This design comes from an exercise in tuning for small area and few clock cycles on the open sky130 flow, not from production work. The RTL was checked by simulation tests, not by an equivalence proof against the original design. Power and IR drop assume default switching activity.

File: design/flow/run.sh
#!/bin/bash
# synth_recipe.tcl (not shown) runs the flow's synth.tcl, then flattens the netlist and writes it again
# the make line also repeats each setting of config.mk as NAME=value (left out here)
make -C /OpenROAD-flow-scripts/flow DESIGN_CONFIG=/design/flow/config.mk WORK_HOME=/design/flow/orfs CLKGATE_MAP_FILE= SYNTH_SCRIPT=/design/flow/synth_recipe.tcl finish
File: design/flow/config.mk
export PLATFORM = sky130hd
export DESIGN_NAME = bmp_stream_to_rgb565_pixels
export DESIGN_NICKNAME = bmp_stream_to_rgb565_pixels
export VERILOG_FILES = /design/flow/design.v
export SDC_FILE = /design/flow/constraint.sdc
export NUM_CORES = 4
export LEC_CHECK = 0
export CAP_MARGIN = 20
export CORE_MARGIN = 2
export CORE_UTILIZATION = 40
export SLEW_MARGIN = 20
File: design/flow/constraint.sdc
create_clock -name core_clock -period 5.0 [get_ports {clk}]
set_input_delay 1.0000 -clock core_clock [delete_from_list [all_inputs] [get_ports {clk}]]
set_output_delay 1.0000 -clock core_clock [all_outputs]
set_load 0.01 [all_outputs]
File: design/flow/design.v
`default_nettype none
package bmpd_pkg;
    localparam int MAX_DIM   = 2048;
    localparam int BYTE_W    = 8;
    localparam int ORIGIN_W  = 11;
    localparam int COORD_W   = 12;
    localparam int CNT_W     = 12;
    localparam int CMP_W     = CNT_W + 1;
    localparam int COLOR_W   = 16;
    localparam int KIND_W    = 2;
    localparam int CFG_IDX_W = 2;
    localparam int CFG_DAT_W = ORIGIN_W;
    localparam logic [COLOR_W-1:0] KEY_COLOR = 16'hF81F;
    localparam logic [BYTE_W-1:0]  SIG_B     = 8'h42;
    localparam logic [BYTE_W-1:0]  SIG_M     = 8'h4D;
    localparam logic [31:0]        MIN_OFFSET = 32'd30;
    localparam logic [31:0]        MAX_OFFSET = 32'd65535;
    localparam logic [4:0] POS_SIG0     = 5'd0;
    localparam logic [4:0] POS_SIG1     = 5'd1;
    localparam logic [4:0] POS_OFFSET   = 5'd10;
    localparam logic [4:0] POS_OFFSET_E = 5'd13;
    localparam logic [4:0] POS_WIDTH    = 5'd18;
    localparam logic [4:0] POS_WIDTH_E  = 5'd21;
    localparam logic [4:0] POS_HEIGHT   = 5'd22;
    localparam logic [4:0] POS_HEIGHT_E = 5'd25;
    localparam logic [4:0] POS_BPP      = 5'd28;
    localparam logic [4:0] POS_BPP_E    = 5'd29;
    localparam logic [KIND_W-1:0] KIND_PIXEL    = 2'd0;
    localparam logic [KIND_W-1:0] KIND_BAD_SIG  = 2'd1;
    localparam logic [KIND_W-1:0] KIND_BAD_FMT  = 2'd2;
    localparam logic [KIND_W-1:0] KIND_BAD_SIZE = 2'd3;
    localparam logic [CFG_IDX_W-1:0] REG_ORIGIN_X   = 2'd0;
    localparam logic [CFG_IDX_W-1:0] REG_ORIGIN_Y   = 2'd1;
    localparam logic [CFG_IDX_W-1:0] REG_KEYED_MODE = 2'd2;
    typedef enum logic [4:0] {
        PH_HEADER = 5'b00001,
        PH_SKIP   = 5'b00010,
        PH_PIXELS = 5'b00100,
        PH_PAD    = 5'b01000,
        PH_IDLE   = 5'b10000
    } phase_t;
    typedef struct packed {
        logic [ORIGIN_W-1:0] origin_x;
        logic [ORIGIN_W-1:0] origin_y;
        logic                keyed_mode;
    } cfg_t;
    typedef struct packed {
        logic [KIND_W-1:0]  result_kind;
        logic [COLOR_W-1:0] pixel_color;
        logic [COORD_W-1:0] pixel_x;
        logic [COORD_W-1:0] pixel_y;
        logic               visible;
        logic               row_end;
        logic               image_done;
    } res_t;
    function automatic logic size_bad(input logic [31:0] v);
        size_bad = (v == 32'd0) || v[31] || (v > 32'(MAX_DIM));
    endfunction
    function automatic logic [31:0] lane_or32(input logic [31:0] word,
                                              input logic [7:0]  b,
                                              input logic [1:0]  lane);
        lane_or32 = word | (32'(b) << {lane, 3'b000});
    endfunction
    function automatic logic [COLOR_W-1:0] pack565(input logic [23:0] bgr);
        pack565 = {bgr[23:19], bgr[15:10], bgr[7:3]};
    endfunction
    function automatic logic [COLOR_W-1:0] swap16(input logic [COLOR_W-1:0] c);
        swap16 = {c[7:0], c[15:8]};
    endfunction
endpackage
`default_nettype wire
`default_nettype none
module bmpd_cfg_regs
(
    input  wire logic                              clk,
    input  wire logic                              rst_n,
    input  wire logic                              cfg_valid,
    output logic                                   cfg_ready,
    input  wire logic [bmpd_pkg::CFG_IDX_W-1:0]    cfg_index,
    input  wire logic [bmpd_pkg::CFG_DAT_W-1:0]    cfg_data,
    output bmpd_pkg::cfg_t                         cfg_out
);
    bmpd_pkg::cfg_t cfg_reg;
    bmpd_pkg::cfg_t cfg_next;
    assign cfg_ready = 1'b1;
    assign cfg_out   = cfg_reg;
    always_comb
    begin
        cfg_next = cfg_reg;
        if (cfg_valid)
        begin
            case (cfg_index)
                bmpd_pkg::REG_ORIGIN_X:   cfg_next.origin_x   = cfg_data;
                bmpd_pkg::REG_ORIGIN_Y:   cfg_next.origin_y   = cfg_data;
                bmpd_pkg::REG_KEYED_MODE: cfg_next.keyed_mode = cfg_data[0];
                default:                  cfg_next = cfg_reg;
            endcase
        end
    end
    always_ff @(posedge clk or negedge rst_n)
    begin
        if (!rst_n)
        begin
            cfg_reg <= '0;
        end
        else
        begin
            cfg_reg <= cfg_next;
        end
    end
endmodule
`default_nettype wire
`default_nettype none
module bmpd_out_reg
(
    input  wire logic                              clk,
    input  wire logic                              rst_n,
    input  wire logic                              res_valid,
    input  wire bmpd_pkg::res_t                    res,
    output logic                                   take,
    output logic                                   out_valid,
    input  wire logic                              out_ready,
    output logic [bmpd_pkg::KIND_W-1:0]            out_kind,
    output logic [bmpd_pkg::COLOR_W-1:0]           out_color,
    output logic [bmpd_pkg::COORD_W-1:0]           out_x,
    output logic [bmpd_pkg::COORD_W-1:0]           out_y,
    output logic                                   out_visible,
    output logic                                   out_row_end,
    output logic                                   out_image_done
);
    logic           valid_reg;
    logic           valid_next;
    bmpd_pkg::res_t res_reg;
    assign take       = !valid_reg || out_ready;
    assign valid_next = take ? res_valid : valid_reg;
    always_ff @(posedge clk or negedge rst_n)
    begin
        if (!rst_n)
        begin
            valid_reg <= 1'b0;
        end
        else
        begin
            valid_reg <= valid_next;
        end
    end
    always_ff @(posedge clk)
    begin
        if (take && res_valid)
        begin
            res_reg <= res;
        end
    end
    assign out_valid      = valid_reg;
    assign out_kind       = res_reg.result_kind;
    assign out_color      = res_reg.pixel_color;
    assign out_x          = res_reg.pixel_x;
    assign out_y          = res_reg.pixel_y;
    assign out_visible    = res_reg.visible;
    assign out_row_end    = res_reg.row_end;
    assign out_image_done = res_reg.image_done;
endmodule
`default_nettype wire
`default_nettype none
module bmpd_parser
(
    input  wire logic                        clk,
    input  wire logic                        rst_n,
    input  wire logic                        accept,
    input  wire logic [bmpd_pkg::BYTE_W-1:0] data_byte,
    input  wire logic                        file_start,
    input  wire bmpd_pkg::cfg_t              cfg,
    output logic                             res_valid,
    output bmpd_pkg::res_t                   res
);
    bmpd_pkg::phase_t                phase_reg, phase_next, cur_phase;
    logic [31:0]                     pos_reg, pos_next, cur_pos;
    logic [31:0]                     offset_reg, offset_next, cur_offset;
    logic [31:0]                     width_reg, width_next, cur_width;
    logic [31:0]                     height_reg, height_next, cur_height;
    logic [15:0]                     bpp_reg, bpp_next, cur_bpp;
    logic [1:0]                      pbi_reg, pbi_next, cur_pbi;
    logic [23:0]                     partial_reg, partial_next, cur_partial;
    logic [bmpd_pkg::CNT_W-1:0]      col_reg, col_next, cur_col;
    logic [bmpd_pkg::CNT_W-1:0]      row_reg, row_next, cur_row;
    logic [1:0]                      pad_reg, pad_next, cur_pad;
    logic [4:0]                      p5;
    logic                            hdr_low;
    logic [1:0]                      lane;
    logic                            do_pix;
    logic [2:0]                      bpb;
    logic [1:0]                      last_idx;
    logic [23:0]                     acc;
    logic [bmpd_pkg::COLOR_W-1:0]    color;
    logic [bmpd_pkg::COORD_W-1:0]    y_off;
    logic [1:0]                      row_low;
    always_comb
    begin
        cur_phase   = file_start ? bmpd_pkg::PH_HEADER : phase_reg;
        cur_pos     = file_start ? '0 : pos_reg;
        cur_offset  = file_start ? '0 : offset_reg;
        cur_width   = file_start ? '0 : width_reg;
        cur_height  = file_start ? '0 : height_reg;
        cur_bpp     = file_start ? '0 : bpp_reg;
        cur_pbi     = file_start ? '0 : pbi_reg;
        cur_partial = file_start ? '0 : partial_reg;
        cur_col     = file_start ? '0 : col_reg;
        cur_row     = file_start ? '0 : row_reg;
        cur_pad     = file_start ? '0 : pad_reg;
        phase_next   = cur_phase;
        offset_next  = cur_offset;
        width_next   = cur_width;
        height_next  = cur_height;
        bpp_next     = cur_bpp;
        pbi_next     = cur_pbi;
        partial_next = cur_partial;
        col_next     = cur_col;
        row_next     = cur_row;
        pad_next     = cur_pad;
        pos_next     = (cur_pos != '1) ? cur_pos + 32'd1 : cur_pos;
        res_valid = 1'b0;
        res       = '0;
        p5      = cur_pos[4:0];
        hdr_low = (cur_pos[31:5] == '0);
        lane    = 2'(p5[1:0] - 2'd2);
        bpb      = bpp_reg[5:3];
        last_idx = 2'(bpb - 3'd1);
        acc      = (cur_pbi != 2'd3)
                   ? (cur_partial | (24'(data_byte) << {cur_pbi, 3'b000}))
                   : cur_partial;
        color    = (bpp_reg == 16'd16) ? acc[15:0] : bmpd_pkg::pack565(acc);
        y_off    = 12'(height_reg[bmpd_pkg::COORD_W-1:0] - 12'd1 - cur_row);
        row_low  = 2'(width_reg[1:0] * bpb[1:0]);
        do_pix = 1'b0;
        case (cur_phase)
            bmpd_pkg::PH_HEADER:
            begin
                if (hdr_low)
                begin
                    if (p5 == bmpd_pkg::POS_SIG0)
                    begin
                        partial_next = 24'(data_byte);
                    end
                    else if (p5 == bmpd_pkg::POS_SIG1)
                    begin
                        if ((cur_partial != 24'(bmpd_pkg::SIG_B)) ||
                            (data_byte != bmpd_pkg::SIG_M))
                        begin
                            res_valid       = 1'b1;
                            res.result_kind = bmpd_pkg::KIND_BAD_SIG;
                            phase_next      = bmpd_pkg::PH_IDLE;
                        end
                        else
                        begin
                            partial_next = '0;
                        end
                    end
                    else if ((p5 >= bmpd_pkg::POS_OFFSET) && (p5 <= bmpd_pkg::POS_OFFSET_E))
                    begin
                        offset_next = bmpd_pkg::lane_or32(cur_offset, data_byte, lane);
                    end
                    else if ((p5 >= bmpd_pkg::POS_WIDTH) && (p5 <= bmpd_pkg::POS_WIDTH_E))
                    begin
                        width_next = bmpd_pkg::lane_or32(cur_width, data_byte, lane);
                    end
                    else if ((p5 >= bmpd_pkg::POS_HEIGHT) && (p5 <= bmpd_pkg::POS_HEIGHT_E))
                    begin
                        height_next = bmpd_pkg::lane_or32(cur_height, data_byte, lane);
                    end
                    else if ((p5 == bmpd_pkg::POS_BPP) || (p5 == bmpd_pkg::POS_BPP_E))
                    begin
                        bpp_next = cur_bpp | (p5[0] ? {data_byte, 8'h00}
                                                    : {8'h00, data_byte});
                        if (p5 == bmpd_pkg::POS_BPP_E)
                        begin
                            if (!((bpp_next == 16'd16) || (bpp_next == 16'd24) || (bpp_next == 16'd32)) ||
                                (cur_offset < bmpd_pkg::MIN_OFFSET) ||
                                (cur_offset > bmpd_pkg::MAX_OFFSET))
                            begin
                                res_valid       = 1'b1;
                                res.result_kind = bmpd_pkg::KIND_BAD_FMT;
                                phase_next      = bmpd_pkg::PH_IDLE;
                            end
                            else if (bmpd_pkg::size_bad(cur_width) ||
                                     bmpd_pkg::size_bad(cur_height))
                            begin
                                res_valid       = 1'b1;
                                res.result_kind = bmpd_pkg::KIND_BAD_SIZE;
                                phase_next      = bmpd_pkg::PH_IDLE;
                            end
                            else
                            begin
                                phase_next = bmpd_pkg::PH_SKIP;
                            end
                        end
                    end
                end
            end
            bmpd_pkg::PH_SKIP:
            begin
                if (cur_pos == cur_offset)
                begin
                    phase_next = bmpd_pkg::PH_PIXELS;
                    do_pix     = 1'b1;
                end
            end
            bmpd_pkg::PH_PIXELS:
            begin
                do_pix = 1'b1;
            end
            bmpd_pkg::PH_PAD:
            begin
                pad_next = 2'(cur_pad - 2'd1);
                if (pad_next == 2'd0)
                begin
                    phase_next = bmpd_pkg::PH_PIXELS;
                end
            end
            default:
            begin
                phase_next = cur_phase;
            end
        endcase
        if (do_pix)
        begin
            if (cur_pbi != last_idx)
            begin
                partial_next = acc;
                pbi_next     = 2'(cur_pbi + 2'd1);
            end
            else
            begin
                partial_next      = '0;
                pbi_next          = '0;
                res_valid         = 1'b1;
                res.result_kind   = bmpd_pkg::KIND_PIXEL;
                res.pixel_color   = cfg.keyed_mode ? color : bmpd_pkg::swap16(color);
                res.visible       = !(cfg.keyed_mode && (color == bmpd_pkg::KEY_COLOR));
                res.pixel_x       = 12'({1'b0, cfg.origin_x} + cur_col);
                res.pixel_y       = 12'({1'b0, cfg.origin_y} + y_off);
                if (({1'b0, cur_col} + 13'd1) >= width_reg[bmpd_pkg::CMP_W-1:0])
                begin
                    res.row_end = 1'b1;
                    col_next    = '0;
                    if (({1'b0, cur_row} + 13'd1) >= height_reg[bmpd_pkg::CMP_W-1:0])
                    begin
                        res.image_done = 1'b1;
                        phase_next     = bmpd_pkg::PH_IDLE;
                    end
                    else
                    begin
                        row_next   = 12'(cur_row + 12'd1);
                        pad_next   = 2'(2'd0 - row_low);
                        phase_next = (pad_next != 2'd0) ? bmpd_pkg::PH_PAD
                                                        : bmpd_pkg::PH_PIXELS;
                    end
                end
                else
                begin
                    col_next = 12'(cur_col + 12'd1);
                end
            end
        end
        res_valid = res_valid && accept;
    end
    always_ff @(posedge clk or negedge rst_n)
    begin
        if (!rst_n)
        begin
            phase_reg   <= bmpd_pkg::PH_HEADER;
            pos_reg     <= '0;
            offset_reg  <= '0;
            width_reg   <= '0;
            height_reg  <= '0;
            bpp_reg     <= '0;
            pbi_reg     <= '0;
            partial_reg <= '0;
            col_reg     <= '0;
            row_reg     <= '0;
            pad_reg     <= '0;
        end
        else if (accept)
        begin
            phase_reg   <= phase_next;
            pos_reg     <= pos_next;
            offset_reg  <= offset_next;
            width_reg   <= width_next;
            height_reg  <= height_next;
            bpp_reg     <= bpp_next;
            pbi_reg     <= pbi_next;
            partial_reg <= partial_next;
            col_reg     <= col_next;
            row_reg     <= row_next;
            pad_reg     <= pad_next;
        end
    end
endmodule
`default_nettype wire
`default_nettype none
module bmp_stream_to_rgb565_pixels
(
    input  wire logic         clk,
    input  wire logic         rst_n,
    input  wire logic         in_valid,
    output logic              in_ready,
    input  wire logic [7:0]   in_data,
    input  wire logic         in_file_start,
    output logic              out_valid,
    input  wire logic         out_ready,
    output logic [1:0]        out_kind,
    output logic [15:0]       out_color,
    output logic [11:0]       out_x,
    output logic [11:0]       out_y,
    output logic              out_visible,
    output logic              out_row_end,
    output logic              out_image_done,
    input  wire logic         cfg_valid,
    output logic              cfg_ready,
    input  wire logic [1:0]   cfg_index,
    input  wire logic [10:0]  cfg_data
);
    bmpd_pkg::cfg_t cfg_val;
    logic           take;
    logic           accept;
    logic           res_valid;
    bmpd_pkg::res_t res;
    assign in_ready = take;
    assign accept   = in_valid && take;
    bmpd_cfg_regs u_cfg
    (
        .clk       (clk),
        .rst_n     (rst_n),
        .cfg_valid (cfg_valid),
        .cfg_ready (cfg_ready),
        .cfg_index (cfg_index),
        .cfg_data  (cfg_data),
        .cfg_out   (cfg_val)
    );
    bmpd_parser u_parser
    (
        .clk        (clk),
        .rst_n      (rst_n),
        .accept     (accept),
        .data_byte  (in_data),
        .file_start (in_file_start),
        .cfg        (cfg_val),
        .res_valid  (res_valid),
        .res        (res)
    );
    bmpd_out_reg u_out
    (
        .clk            (clk),
        .rst_n          (rst_n),
        .res_valid      (res_valid),
        .res            (res),
        .take           (take),
        .out_valid      (out_valid),
        .out_ready      (out_ready),
        .out_kind       (out_kind),
        .out_color      (out_color),
        .out_x          (out_x),
        .out_y          (out_y),
        .out_visible    (out_visible),
        .out_row_end    (out_row_end),
        .out_image_done (out_image_done)
    );
endmodule
`default_nettype wire
==> metrics.yaml <==
status: "timing/DRC/antenna clean"
routed_wirelength_um: 41500
die_h_um: 198
antenna_cells: 0
cts_setup_buffers: 0
root_buffer: "clkbuf_16"
critPathRequiredTime_ns: 5.51
stdcell_count: 2142
dpl.cell_count: 2085
largest_reg_flops: 45
drtIter0Drc: 954
drive_gt1_share_pct: 8.75
crit_type: "input pin to flip-flop"
hold-worst-slack_ns: 0.402
hpwl_um: 29300
synth-seq-cells: 270
die_area_um2: 39200
cellPowerDensity_nw_per_um2: 312
grt_pass1_wl_um: 66400
synthArstFlopShare_pct: 83.3
slew_headroom_pct: 32.9
max_cap_violations: 0
drc_errors: 0
min_period_over_period_pct: 85.7
cp.arrival_ns: 4.79
firstDrtPassIters: 5
irDropWorstVdd_uv: 264
clk_transition_reported_paths_ns: 0.06
finClkSkew_ns: 0.0341
pre_cts_ws_ns: 0.171
grt_max_degree: 107
ys.flop_type: "dfrtp_1"
fp.dieW_um: 198
yosysSeqAreaShare_pct: 46.4
finalHoldViolCount: 0
synth.distinct_cells: 80
worst_setup_path_end_kind: "flip-flop"
ctsHoldBuffers: 0
finalSetupTns_ns: 0
timing.final.ws_setup_ns: 0.715
cts_resized: 0
total_power_mw: 5.41
fin_crit_ns: 4.29
drt-wirelength-per-cell_um: 19.4
num_rows: 71
tritoncts: "yes"
fmax_mhz: 233
tightestPinTransition_ns: 1.00
leakagePower_nw: 7.60
synth_edf_count: 45
antenna_found_initial: 0
gr-total-overflow: 0
h-tree-depth: 1
cp-start-kind: "input pin"
rsz0062_at_grt: "false"
clkLatencyLatePin_ns: 0.59
cts_max_path_buffers: 3
syn_nets: 1673
yosysWarnings: 3
final_nets: 1739
area_growth_pct: 15.5
fin_util_pct: 46.6
final_cell_area_um2: 17400
gp_congestion: 0.904
place.port_buffers: 73
numCtsBuffers: 31
grt_pass1_vias: 11700
initial_core_util_pct: 40.3
grt_usage_pct: 21.4
synth_area_um2: 15000
coreArea_um2: 37300
worstPathMaxFanout: 4
hp-class: "input pin to asynchronous set/reset pin"
syn_avg_cell_area_um2: 9.53
place_area_um2: 16400
syn_inst: 1578
ios: 75
ant_nets: 0
vias: 12200
vias_per_cell: 5.69
setup_viol: 0
numClockSinks: 270
maxSlewViolCount: 0
## power breakdown
group / switching (mW) / leakage [nW] / internal [mW] / total (mW)
Sequential: 0.0874 / 3.57 / 2.31 / 2.40
Clock: 0.936 / 0.486 / 1.28 / 2.22
Combinational: 0.503 / 3.55 / 0.295 / 0.799
Total: 1.53 / 7.60 / 3.89 / 5.41
## cell usage after synthesis (7+ instances only)
library cell	number	share of area, %
mux2i_1	24	1.6
nand2_1	199	5.0
dfrtp_1	224	37
xor2_1	71	4.1
a22oi_1	23	1.1
nand2b_1	14	0.58
edfxtp_1	45	9.0
a31oi_1	8	0.33
nor2_1	108	2.7
buf_2	16	0.53
and3_1	21	0.87
a221o_1	8	0.53
mux2_2	27	2.0
or3_1	7	0.29
o22ai_1	28	1.2
inv_1	93	2.3
and2_1	9	0.37
o21ai_0	120	4.0
nand3_1	41	1.4
xnor2_1	24	1.4
nor3_1	46	1.5
o21a_1	10	0.50
nand4_1	20	0.83
ha_1	55	4.6
buf_1	8	0.20
o21ai_1	10	0.33
a21oi_1	54	1.8
o21bai_1	11	0.55
a221oi_1	8	0.47
fa_1	13	1.7
nor4_1	46	1.9
clkbuf_1	45	1.1
a22o_1	10	0.58
nor2b_1	41	1.7
## critical path, stage by stage
cell and delay [ns]:
buf_2 0.19, clkinv_1 0.23, nand2_1 0.18, inv_1 0.09, ha_2 0.21, and3_1 0.19
and3_1 0.22, and3_1 0.23, and3_1 0.23, xor2_1 0.16, ha_1 0.34, and3_1 0.19
a41o_1 0.22, a21oi_1 0.22, o31a_1 0.29, nor3_1 0.12, a221oi_1 0.31, o22a_1 0.16
## layout by cell type, fill, tap and decap left out, types with 28 or more instances in the layout
master,netlist,routed
nor3_1,46,46
clkdlybuf4s50_1,0,71
o21ai_0,120,120
buf_4,3,30
a21oi_1,54,53
inv_1,93,93
ha_1,55,54
nor4_1,46,46
nor2b_1,41,40
nand3_1,41,41
xor2_1,71,71
clkbuf_16,0,32
edfxtp_1,45,45
dfrtp_1,224,224
nor2_1,108,107
o22ai_1,28,28
nand2_1,199,197
## routing by layer
layer | global-route usage [%] | up-vias | share of wire, %
met5 | 0 | - | 0
met3 | 2.86 | 58 | 6.3
li1 | - | 5733 | -
met1 | 29.8 | 5998 | 44
met2 | 35.2 | 391 | 47
met4 | 5.65 | 0 | 2.1
## logic make-up (layout without fill, tap and decap cells)
| group | Yosys count | in the layout | share of synthesized area (%) |
|---|---|---|---|
| compound gates | 334 | 334 | 14.0 |
| xor+xnor | 95 | 95 | 5.53 |
| fa+ha+maj | 68 | 68 | 6.31 |
| buf+inv | 168 | 258 | 4.45 |
| flops | 270 | 270 | 46.4 |
| mux | 51 | 51 | 3.62 |
| other cells | 1 | 1 | 0.0249 |
| simple gates | 591 | 591 | 19.7 |
## final timing paths
check / startpoint / depth (start not counted) / endpoint / slack (ns)
min: rst_n / 1 / u_parser.partial_reg[14]$_DFFE_PN0P_ / 0.40
min reg2reg: u_parser.height_reg[24]$_DFFE_PN0P_ / 2 / u_parser.height_reg[24]$_DFFE_PN0P_ / 0.48
min in group core_clock: u_parser.height_reg[24]$_DFFE_PN0P_ / 2 / u_parser.height_reg[24]$_DFFE_PN0P_ / 0.48
max in group asynchronous: rst_n / 2 / u_parser.width_reg[29]$_DFFE_PN0P_ / 3.42
max reg2reg: u_parser.col_reg[0]$_DFFE_PN0P_ / 15 / u_parser.pad_reg[0]$_DFFE_PN0P_ / 1.09
max: in_file_start / 18 / u_parser.pad_reg[0]$_DFFE_PN0P_ / 0.71
## cell type report
class	count	area (um2)
clock buffers	44	886
clock inverters	13	104
fillers	3525	19900
inverters	95	357
multi-input cells	1140	7440
flip-flops and latches	270	6980
well taps	474	593
repair buffers	106	1010
Testbench counts, summed over its fixed seeds: cycles 73,616.

## static timing again, ports no longer ideal
In the flow no input, the clock included, has a driving cell. The finished layout below was timed again as built, in two steps. Step 1: set_driving_cell puts a clkbuf_16 on clk and a buf_2 on each other input, an assumption about the parent block. Step 2, shift: input delay + t, output delay - t, t = (earliest + latest rising clock arrival at the registers) / 2. This alone moves slack from input paths to output paths. a / b / c = ideal ports / drivers / drivers and shift; a / b = the first two.
t (ns): 0.625
setup WS [ns]: 0.715 / 0.743 / 0.118
hold WS [ns]: 0.402 / 0.399 / 0.481
clock arrival spread, ns: 0.034 / 0.034
worst register clock-pin slew, ns: 0.06 / 0.06
After both steps this run still meets setup and hold. For this run, drivers alone change the setup slack by +0.028 ns; drivers and shift together by -0.597 ns.
